Source: an optimization exercise on an open RTL-to-GDS flow (aim: small area, a short achievable clock period and few clock cycles per item). Production flows keep margins and buffers that such runs may drop. In this exercise RTL edits were held to simulation tests only and were not proved equivalent to the original.

==> flow/design.v, too long to show whole: its modules and the start of the top module <==
// module gbk_seq: 210 lines
// module gbk_sq: 376 lines
// module gbk_acc: 104 lines
// module gbk_mac: 639 lines
// module gbk_benc: 17 lines
// module gbk_fa: 10 lines
// module gbk_ha: 9 lines
// module gbk_exp_rom: 269 lines
// module gaussian_rbf_kernel_core: 138 lines
module gaussian_rbf_kernel_core (
    input  wire logic                          clk,
    input  wire logic                          rst_n,
    input  wire logic                          pair_valid,
    output logic                               pair_ready,
    input  wire logic [gbk_pkg::COORD_W-1:0]   pair_coord_a,
    input  wire logic [gbk_pkg::COORD_W-1:0]   pair_coord_b,
    input  wire logic                          pair_last,
    output logic                               result_valid,
    input  wire logic                          result_ready,
    output logic      [gbk_pkg::KERNEL_W-1:0]  result_kernel_value,
    output logic      [gbk_pkg::DIST_W-1:0]    result_sq_distance,
    input  wire logic                          cfg_valid,
    output logic                               cfg_ready,
    input  wire logic [gbk_pkg::INV_W-1:0]     cfg_inv_bandwidth
);
  // ...
==> flow/run.sh <==
#!/bin/bash
# synth_recipe.tcl (not shown) runs the flow's synth.tcl, then flattens the netlist and writes it again
# the make line also repeats each setting of config.mk as NAME=value (left out here)
make -C /OpenROAD-flow-scripts/flow DESIGN_CONFIG=/design/flow/config.mk WORK_HOME=/design/flow/orfs CLKGATE_MAP_FILE= SYNTH_SCRIPT=/design/flow/synth_recipe.tcl finish
==> flow/config.mk <==
export PLATFORM = sky130hd
export DESIGN_NAME = gaussian_rbf_kernel_core
export DESIGN_NICKNAME = gaussian_rbf_kernel_core
export VERILOG_FILES = /design/flow/design.v
export SDC_FILE = /design/flow/constraint.sdc
export NUM_CORES = 4
export LEC_CHECK = 0
export CAP_MARGIN = 20
export CORE_MARGIN = 2
export CORE_UTILIZATION = 40
export SLEW_MARGIN = 20
export SYNTH_HIERARCHICAL = 1
export SYNTH_MEMORY_MAX_BITS = 16384
==> flow/constraint.sdc <==
create_clock -name core_clock -period 11.0 [get_ports {clk}]
set_input_delay 2.2000 -clock core_clock [delete_from_list [all_inputs] [get_ports {clk}]]
set_output_delay 2.2000 -clock core_clock [all_outputs]
set_load 0.01 [all_outputs]
==> flow_summary.toml, run 1 <==
[run_status]
run_status = "finished clean"

[critical_path]
timing.critical_path.max_delay_family = "compound AO/OA/AOI/OAI gates"
crit_path_start = "u_seq.ra[0]$_DFF_P_"
rrSetupSlack_ns = 4.86
worst-path-max-fanout = 24
crit_arrival_ns = 6.64
timing.rr.end = "u_seq.a_reg[7]$_DFFE_PP_"
timing.critical_path.required_ns = 11.50

[cells_and_area]
multiInputCombCellCount = 3850
seq_area_sq_um = 12900
final_cell_count_no_fill = 6273
diodes = 10
seq_cell_count = 459
n_all_inverters = 108

[place]
place.port_buffers = 122
place.gp.congestion = 1.08

[synth]
postSynth.topFlopCell = "sky130_fd_sc_hd__edfxtp_1"
ys_top_cells_by_count = "sky130_fd_sc_hd__nand2_1 (355), sky130_fd_sc_hd__edfxtp_1 (346), sky130_fd_sc_hd__a21oi_1 (320)"
synth-xor-area-share_pct = 6.51
synth-simple-area-share_pct = 16.1
number_of_enable_flip_flop_cells_after_synthesis = 346

[cts]
cts_made_buffers = 53
cts_tree = "yes"
clock_sink_count = 459
h_tree_levels = 2

[sta]
hold-worst-slack_ns = 0.417
finClkSkew_ns = 0.0274
final.setup.worst_slack_ns = 4.86
timing.final.hold_violations = 0
rsz0062_at_grt = "no"
timing.final.max_slew_violations = 0

[global_routing]
grt_use_met1_pct = 45.8
wire_length_of_the_first_global_routing_pass_mm = 293
grt_most_used_layer = "met2"
grt_util_met3_pct = 13.4

[detailed_routing]
detail-route-antenna-nets = 0

[power]
Testbench counts, summed over its fixed seeds: cycles 7,937, items 512.
==> inputs of run 2 (changes only) <==
==> flow/flow/run.sh (new file) <==
#!/bin/bash
set -euo pipefail
bash standard.sh SETUP_SLACK_MARGIN=6 finish > standard_flow.log 2>&1
==> flow/standard.sh (new file) <==
#!/bin/bash
# synth_recipe.tcl (not shown) runs the flow's synth.tcl, then flattens the netlist and writes it again
# the make line also repeats each setting of config.mk as NAME=value (left out here)
make -C /OpenROAD-flow-scripts/flow DESIGN_CONFIG=/design/flow/config.mk WORK_HOME=/design/flow/orfs CLKGATE_MAP_FILE= SYNTH_SCRIPT=/design/flow/synth_recipe.tcl "${@:-finish}"
removed: flow/run.sh
==> run 2 against run 1 <==
Clock skew shrank 0.0037 ns. Still clean. Non-clock buffer count grew 122. Die area is the same. Routed wire length grew 4.1%. Clock-buffer cell count is the same. Setup slack gained 1.1 ns.
==> flow_summary.toml, run 2 <==
[die]
ios = 124
core_region_area_sq_um = 115000
dieWidth_microns = 344
core.rowCount = 124
start_util_pct = 40.4
die_h_microns = 344
die_area_sq_um = 118000

[place]
hpwl_mm = 151
place.gp.congestion = 1.08
dpl-instance-area_sq_um = 47900
place.port_buffers = 122

[cts]
clock_path_buffers = 3
clock_sink_count = 459
clk_latency_ns = 0.67
clock_transition_at_the_registers_of_the_reported_paths_ns = 0.08
h_tree_levels = 2
ctsRootBufferMaster = "sky130_fd_sc_hd__clkbuf_16"
cts_made_buffers = 53
cts_tree = "yes"

[cells_and_area]
final_cell_mix = "sky130_fd_sc_hd__nand2_1 (349), sky130_fd_sc_hd__edfxtp_1 (346), sky130_fd_sc_hd__a21oi_1 (299)"
nFillCells = 10900
seq_area_sq_um = 12900
finish.instance_area_sq_um = 52200
area_delta_synth_final_pct = 12.7
share_of_layout_cells_above_drive_strength_1_pct = 16.0
multiInputGateArea_sq_um = 31600
largest_register_ffs = 43
layout.cells.most_common = "sky130_fd_sc_hd__nand2_1"
nNetsFinal = 5406

[synth]
avgSynthCellArea_sq_um = 9.46
yosys_warnings = 14
number_of_enable_flip_flop_cells_after_synthesis = 346
synth_compound_gate_area_share_pct = 21.2
post_synth_instance_area_sq_um = 46300
synth.top_cells.by_area = "sky130_fd_sc_hd__edfxtp_1 (22%), sky130_fd_sc_hd__fa_1 (13%), sky130_fd_sc_hd__ha_1 (5.7%), sky130_fd_sc_hd__xnor2_1 (5.0%), sky130_fd_sc_hd__a21oi_1 (3.5%)"
synth.largest_area_cell = "sky130_fd_sc_hd__edfxtp_1"
postSynth.topFlopCell = "sky130_fd_sc_hd__edfxtp_1"
synth_top_family_by_area = "compound AO/OA/AOI/OAI gates"
synth-simple-area-share_pct = 16.1
synth_most_common_cell = "sky130_fd_sc_hd__nand2_1"
synth_largest_type_area_fraction_pct = 22.5
synth_cells = 4892
ys_top_cells_by_count = "sky130_fd_sc_hd__nand2_1 (355), sky130_fd_sc_hd__edfxtp_1 (346), sky130_fd_sc_hd__a21oi_1 (320)"
post_synth_fa_ha_maj_area_fraction_pct = 18.9
synth.ff_latch_count = 459
synth-xor-area-share_pct = 6.51
ys_seq_area_share_pct = 27.7
muxShareOfSynthArea_pct = 3.10
synth_cell_type_count = 135
asyncSetResetFlopFracSynth_pct = 7.84

[detailed_routing]
detail-route-antenna-nets = 0
via_count = 42300
wire_length_per_cell_microns = 33.7
drt_iter0_drc = 5909
detail_route.wirelength_mm = 215
first_pass_iters = 6
vias_per_cell = 6.61
drcViolationCount = 0

[critical_path]
critical-path-slowest-cell = "sky130_fd_sc_hd__fa_2"
timing.critical_path.slowest_cell_delay_ns = 0.60
timing.critical_path.to_type = "register"
crit_chain = "buf_12 -> a22oi_2 -> xnor2_2 -> fa_1 -> fa_1 -> fa_2 -> fa_1 -> ha_4 -> buf_4 -> nand2_1 -> a2111oi_4 -> o31ai_4 -> nand3_4 -> a31oi_4 -> buf_4 -> o21ai_2 -> xor2_1"
cp-start-kind = "register"
ff2ff_path_depth = 17
critical_path_class = "register to register"
timing.critical_path.required_ns = 11.55
worst-path-max-fanout = 14
crit_arrival_ns = 5.63
worst_path_most_repeated_cell = "sky130_fd_sc_hd__fa_1"

[sta]
finClkSkew_ns = 0.0237
tightestPinTransition_ns = 1.31
rsz0062_at_grt = "yes"
setup_viol_count_final = 0
fmax_ghz = 0.197
timing.final.max_slew_violations = 0
timing.final.crit_share_pct = 46.2
timing.max_slew.rel_slack_pct = 12.2
finalSetupTns_ns = 0
timing.final.hold_violations = 0
period_needed_ns = 5.08

[global_routing]
grt_use_total_pct = 35.2
grt_start_max_net_pins = 126
via_count_of_the_first_global_routing_pass = 40700
grt_overflow_total = 0
wire_length_of_the_first_global_routing_pass_mm = 301
antenna_found_initial = 14

[run]
timing.max_cap.violations = 0

[min_path]
worst_hold_path.num_cells = 0
worstHoldPathType = "register to register"

[run_status]
run_status = "finished clean"
[run 2: per-stage QoR]
stage / cells / hold WS (ns) / setup slack, ns / util (%)
2_1_floorplan: 4906 / 0.400 / 6.00 / -
3_3_place_gp: 6169 / 0.405 / 4.98 / 41.8
3_5_place_dp: 6171 / 0.408 / 4.99 / 41.8
4_1_cts: 6343 / 0.427 / 5.90 / 44.5
5_1_grt: 6384 / 0.441 / 5.79 / 45.5
6_report: 6394 / 0.426 / 5.92 / 45.6
[run 2: final timing paths]
kind | start | endpoint | slack [ns]
hold reg to reg | s0_last$_DFFE_PP_ | s1_last$_DFFE_PP_ | 0.43
setup / recovery | u_seq.a_reg[10]$_DFFE_PP_ | u_seq.p_reg[41]$_DFF_P_ | 5.92
hold / removal | s0_last$_DFFE_PP_ | s1_last$_DFFE_PP_ | 0.43
max in group asynchronous | rst_n | inv_reg[16]$_DFFE_PN0P_ | 8.89
setup reg to reg | u_seq.a_reg[10]$_DFFE_PP_ | u_seq.p_reg[41]$_DFF_P_ | 5.92
min in group asynchronous | rst_n | s0_v$_DFFE_PN0P_ | 1.62
[run 2: Yosys stat by module (local to each module, per instance)]
module | flip-flops and latches | times used | cells inside
gbk_exp_rom | 0 | 1 | 1501
gbk_acc | 0 | 1 | 313
gbk_mac | 0 | 1 | 881
gbk_benc | 0 | 1 | 29
gaussian_rbf_kernel_core | 231 | 1 | 510
gbk_sq | 0 | 1 | 218
gbk_fa | 0 | 301 | 1
gbk_seq | 228 | 1 | 1084
gbk_ha | 0 | 55 | 1
[run 2: cell type report]
type / count / area share (%)
multi-input cells: 3850 / 60.5
clock inverters: 28 / 0.516
well taps: 1512 / 3.63
repair buffers: 357 / 6.93
inverters: 108 / 0.784
diodes: 10 / 0.0480
flip-flops and latches: 459 / 24.8
clock buffers: 70 / 2.82
[run 2: worst max-delay path: cells and delay by family, from the launching register on]
kind | cells | cell delay [ns]
xor+xnor | 2 | 0.24
fa+ha+maj | 5 | 2.41
buf+inv | 3 | 0.50
compound gates | 5 | 1.09
simple gates | 2 | 0.31
flops | 1 | 0.41
[run 2: layer usage]
layer | global-route usage, % | vias up | wire, microns
met1 | 47.4 | 20900 | 86800
li1 | - | 17700 | -
met5 | 0 | - | 187
met3 | 12.4 | 723 | 27700
met2 | 48.6 | 2894 | 85500
met4 | 20.3 | 10 | 15200
[run 2: cells by family (layout without fill, tap and decap cells)]
group / after synthesis / in the layout
compound gates: 1425 / 1425
xor+xnor: 337 / 337
fa+ha+maj: 515 / 515
buf+inv: 597 / 563
flops: 459 / 459
mux: 109 / 109
other cells: 3 / 27
simple gates: 1447 / 1447
[run 2: repair_timing]
item                                    4_1_cts  5_1_grt
cloned                                        1        2
buffers inserted                             73       38
hold buffers                                  0        0
endpoints found under the setup margin       58       88
pin swaps                                    51       90
gates resized for setup                     112      145
==> inputs of run 3 (changes only) <==
==> flow/flow/run.sh (replaced) <==
#!/bin/bash
set -euo pipefail
bash standard.sh SETUP_SLACK_MARGIN=7 finish > standard_flow.log 2>&1
==> run 3 against run 2 <==
Still clean on timing, DRC and antenna. Register-to-register slack about the same. Hold slack got worse by 0.0067 ns. Sequential share of layout area shrank 1.5 points. Via count increased by 2.4%. Core utilization grew 3.0 points. Highest routed layer unchanged.
==> flow_summary.toml, run 3 <==
[cts]
clock_path_buffers = 3
clk_latency_ns = 0.66
cts.hold.buffers_added = 0
ctsRootBufferMaster = "sky130_fd_sc_hd__clkbuf_16"
clock_transition_at_the_registers_of_the_reported_paths_ns = 0.06
clock_sink_count = 459
cts_made_buffers = 53
h_tree_levels = 2
cts_tree = "yes"

[sta]
finClkSkew_ns = 0.0356
finalSetupTns_ns = 0
period_needed_ns = 5.06
timing.final.hold_violations = 0
timing.final.crit_share_pct = 46.0
tightestPinTransition_ns = 1.24
hold-worst-slack_ns = 0.419
setup_viol_count_final = 0
timing.max_slew.rel_slack_pct = 17.0
rsz0062_at_grt = "yes"
timing.final.max_slew_violations = 0
fmax_ghz = 0.197

[detailed_routing]
vias_per_cell = 6.63
drt_iter0_drc = 5835
via_count = 43300
drcViolationCount = 0
first_pass_iters = 7
detail-route-antenna-nets = 0
wire_length_per_cell_microns = 33.8
detail_route.wirelength_mm = 221

[die]
core_region_area_sq_um = 115000
die_area_sq_um = 118000
ios = 124
core.rowCount = 124
start_util_pct = 40.4
dieWidth_microns = 344
die_h_microns = 344

[critical_path]
timing.critical_path.to = "u_seq.p_reg[48]$_DFF_P_"
timing.critical_path.required_ns = 11.57
rrSetupSlack_ns = 5.94
timing.rr.end = "u_seq.p_reg[48]$_DFF_P_"
crit_path_start = "u_seq.a_reg[10]$_DFFE_PP_"
cp-start-kind = "register"
worst-path-max-fanout = 6
ff2ff_path_depth = 18
timing.critical_path.slowest_cell_delay_ns = 0.59
worst_path_most_repeated_cell = "sky130_fd_sc_hd__fa_1"
critical-path-slowest-cell = "sky130_fd_sc_hd__fa_1"
critical_path_class = "register to register"
crit_arrival_ns = 5.63
crit_chain = "buf_12 -> buf_4 -> a22oi_2 -> xnor2_1 -> fa_1 -> fa_1 -> fa_1 -> fa_1 -> ha_4 -> buf_6 -> nand4_1 -> o211ai_1 -> a211o_1 -> nand2_2 -> a21oi_4 -> a211o_1 -> a41oi_2 -> xor2_1"
source_of_the_worst_register_to_register_timing_path = "u_seq.a_reg[10]$_DFFE_PP_"
timing.critical_path.to_type = "register"

[run_status]
run_status = "finished clean"

[cells_and_area]
final_cell_mix = "sky130_fd_sc_hd__edfxtp_1 (346), sky130_fd_sc_hd__nand2_1 (324), sky130_fd_sc_hd__fa_1 (279)"
nFillCells = 10600
layout.cells.most_common = "sky130_fd_sc_hd__edfxtp_1"
nNetsFinal = 5537
share_of_layout_cells_above_drive_strength_1_pct = 23.5
area_delta_synth_final_pct = 20.3
layout.core_utilization_pct = 48.6
final_cell_count_no_fill = 6525
largest_register_ffs = 43

[synth]
synth_most_common_cell = "sky130_fd_sc_hd__nand2_1"
avgSynthCellArea_sq_um = 9.46
muxShareOfSynthArea_pct = 3.10
number_of_enable_flip_flop_cells_after_synthesis = 346
synth_largest_type_area_fraction_pct = 22.5
post_synth_fa_ha_maj_area_fraction_pct = 18.9
asyncSetResetFlopFracSynth_pct = 7.84
synth.ff_latch_count = 459
post_synth_instance_area_sq_um = 46300
synth-xor-area-share_pct = 6.51
synth_cell_type_count = 135
postSynth.topFlopCell = "sky130_fd_sc_hd__edfxtp_1"
synth.top_cells.by_area = "sky130_fd_sc_hd__edfxtp_1 (22%), sky130_fd_sc_hd__fa_1 (13%), sky130_fd_sc_hd__ha_1 (5.7%), sky130_fd_sc_hd__xnor2_1 (5.0%), sky130_fd_sc_hd__a21oi_1 (3.5%)"
ys_seq_area_share_pct = 27.7
synth_compound_gate_area_share_pct = 21.2
synth.largest_area_cell = "sky130_fd_sc_hd__edfxtp_1"
synth_top_family_by_area = "compound AO/OA/AOI/OAI gates"
synth-simple-area-share_pct = 16.1
ys_top_cells_by_count = "sky130_fd_sc_hd__nand2_1 (355), sky130_fd_sc_hd__edfxtp_1 (346), sky130_fd_sc_hd__a21oi_1 (320)"
yosys_warnings = 14
synth_cells = 4892

[global_routing]
wire_length_of_the_first_global_routing_pass_mm = 309
grt_start_max_net_pins = 131
grt_most_used_layer = "met2"
global_routing_met2_resource_utilization_pct = 50.2
grt_use_total_pct = 36.2
grt_util_met3_pct = 13.6
via_count_of_the_first_global_routing_pass = 41900
antenna_found_initial = 16
grt_use_met1_pct = 48.0
grt_overflow_total = 0

[place]
place.gp.congestion = 1.08
place.port_buffers = 122
hpwl_mm = 150
dp_cells = 6172

[run]
timing.max_cap.violations = 0

[min_path]
worstHoldPathType = "register to register"
worst_hold_path.num_cells = 0
==> run 3: cell count changes in the layout (fill, tap and decap cells not counted), moves of 18 or more <==
| cell | previous run | this run |
|---|---|---|
| sky130_fd_sc_hd__or2_2 | 60 | 18 |
| sky130_fd_sc_hd__or2_4 | 0 | 42 |
| sky130_fd_sc_hd__a22oi_2 | 30 | 74 |
| sky130_fd_sc_hd__buf_6 | 2 | 45 |
| sky130_fd_sc_hd__xnor2_1 | 252 | 232 |
| sky130_fd_sc_hd__nand2_2 | 9 | 27 |
| sky130_fd_sc_hd__a21oi_1 | 299 | 278 |
| sky130_fd_sc_hd__nand2_1 | 349 | 324 |
| sky130_fd_sc_hd__buf_4 | 179 | 242 |
| sky130_fd_sc_hd__a22oi_1 | 151 | 107 |
==> run 3: modules after synthesis (local to each module, per instance), a selection <==
module / flops+latches / copies in the design
gbk_fa: 0 / 301
gbk_ha: 0 / 55
gbk_seq: 228 / 1
gbk_benc: 0 / 1
gbk_exp_rom: 0 / 1
gbk_sq: 0 / 1
==> run 3: cell type report <==
class / count / area, sq um / share of cell area (%)
timing repair inverter: 1 / 7.51 / 0.0135
tap: 1512 / 1890 / 3.40
clock inverter: 24 / 332 / 0.596
inverter: 108 / 424 / 0.762
sequential: 459 / 12900 / 23.2
clock buffer: 76 / 1540 / 2.76
timing repair buffer: 480 / 5040 / 9.06
antenna: 8 / 20.0 / 0.0360
multi-input combinational: 3857 / 33500 / 60.1
==> run 3: timing repair <==
item,in CTS,in global routing
resized for setup,352,251
setup endpoints to repair,222,204
cloned,8,8
pin swaps,137,130
setup buffers,173,55
==> run 3: worst min-delay path by stage <==
stage	startpoint	to	slack, ns
after floorplan	s0_last$_DFFE_PP_	s1_last$_DFFE_PP_	0.40
after global placement	s0_last$_DFFE_PP_	s1_last$_DFFE_PP_	0.40
after detailed placement	s0_last$_DFFE_PP_	s1_last$_DFFE_PP_	0.41
after CTS	s0_last$_DFFE_PP_	s1_last$_DFFE_PP_	0.42
after global routing	s1_last$_DFFE_PP_	s2_last$_DFFE_PP_	0.43
final	s1_last$_DFFE_PP_	s2_last$_DFFE_PP_	0.42
==> run 3: logic make-up after synthesis <==
logic type,Yosys count
flip-flops,459
other,3
adder cells (fa/ha/maj),515
buffers and inverters,597
AND/OR/NAND/NOR,1447
multiplexers,109
AO/OA/AOI/OAI,1425
XOR/XNOR,337
==> run 3: per-stage QoR <==
step | setup WS [ns] | area (sq um)
final | 5.94 | 55600
after detailed placement | 5.36 | 48400
after CTS | 6.04 | 53900
after global routing | 5.82 | 55600
after global placement | 5.36 | 48400
after floorplan | 6.29 | 47300
==> run 3: metal layers <==
layer,wire length [microns],vias up
met2,88500,3127
met4,15700,10
met3,29300,827
li1,-,18000
met5,270,-
met1,86900,21300
==> run 3: worst max-delay path: cells and delay by family (launching register included) <==
kind	cells	cell delay, ns
AOI/OAI and AO/OA	6	1.22
xor gates and xnor gates	2	0.32
adders and majority gates	5	2.29
buffers and inverters	3	0.43
DFF	1	0.46
and+or+nand+nor	2	0.23

## separate check: timing with driven ports
The results above use ideal ports. As a check the final layouts listed here were re-extracted and re-timed, cells and wires unchanged.
Step 1 sets driving cells, clkbuf_16 on the clock port and buf_2 on the other inputs (assumed; they add their load-dependent delay and slew).
Step 2 also shifts input and output timing later by t, the mid clock arrival at the registers, as if the neighbouring blocks saw the same clock.
a / b / c = ideal / step 1 / step 2; a / b = the first two.
run	t (ns)	setup slack, ns	hold WS [ns]	worst register clock-pin slew, ns	worst slew at a driven data input, ns
run 1	0.709	4.858 / 4.858 / 4.858	0.417 / 0.417 / 0.417	0.07 / 0.07	0.07
run 2	0.725	5.921 / 5.921 / 5.921	0.426 / 0.426 / 0.426	0.08 / 0.08	0.06
run 3	0.712	5.936 / 5.936 / 5.936	0.419 / 0.419 / 0.419	0.07 / 0.07	0.07
After both steps setup and hold are still met in every run listed.
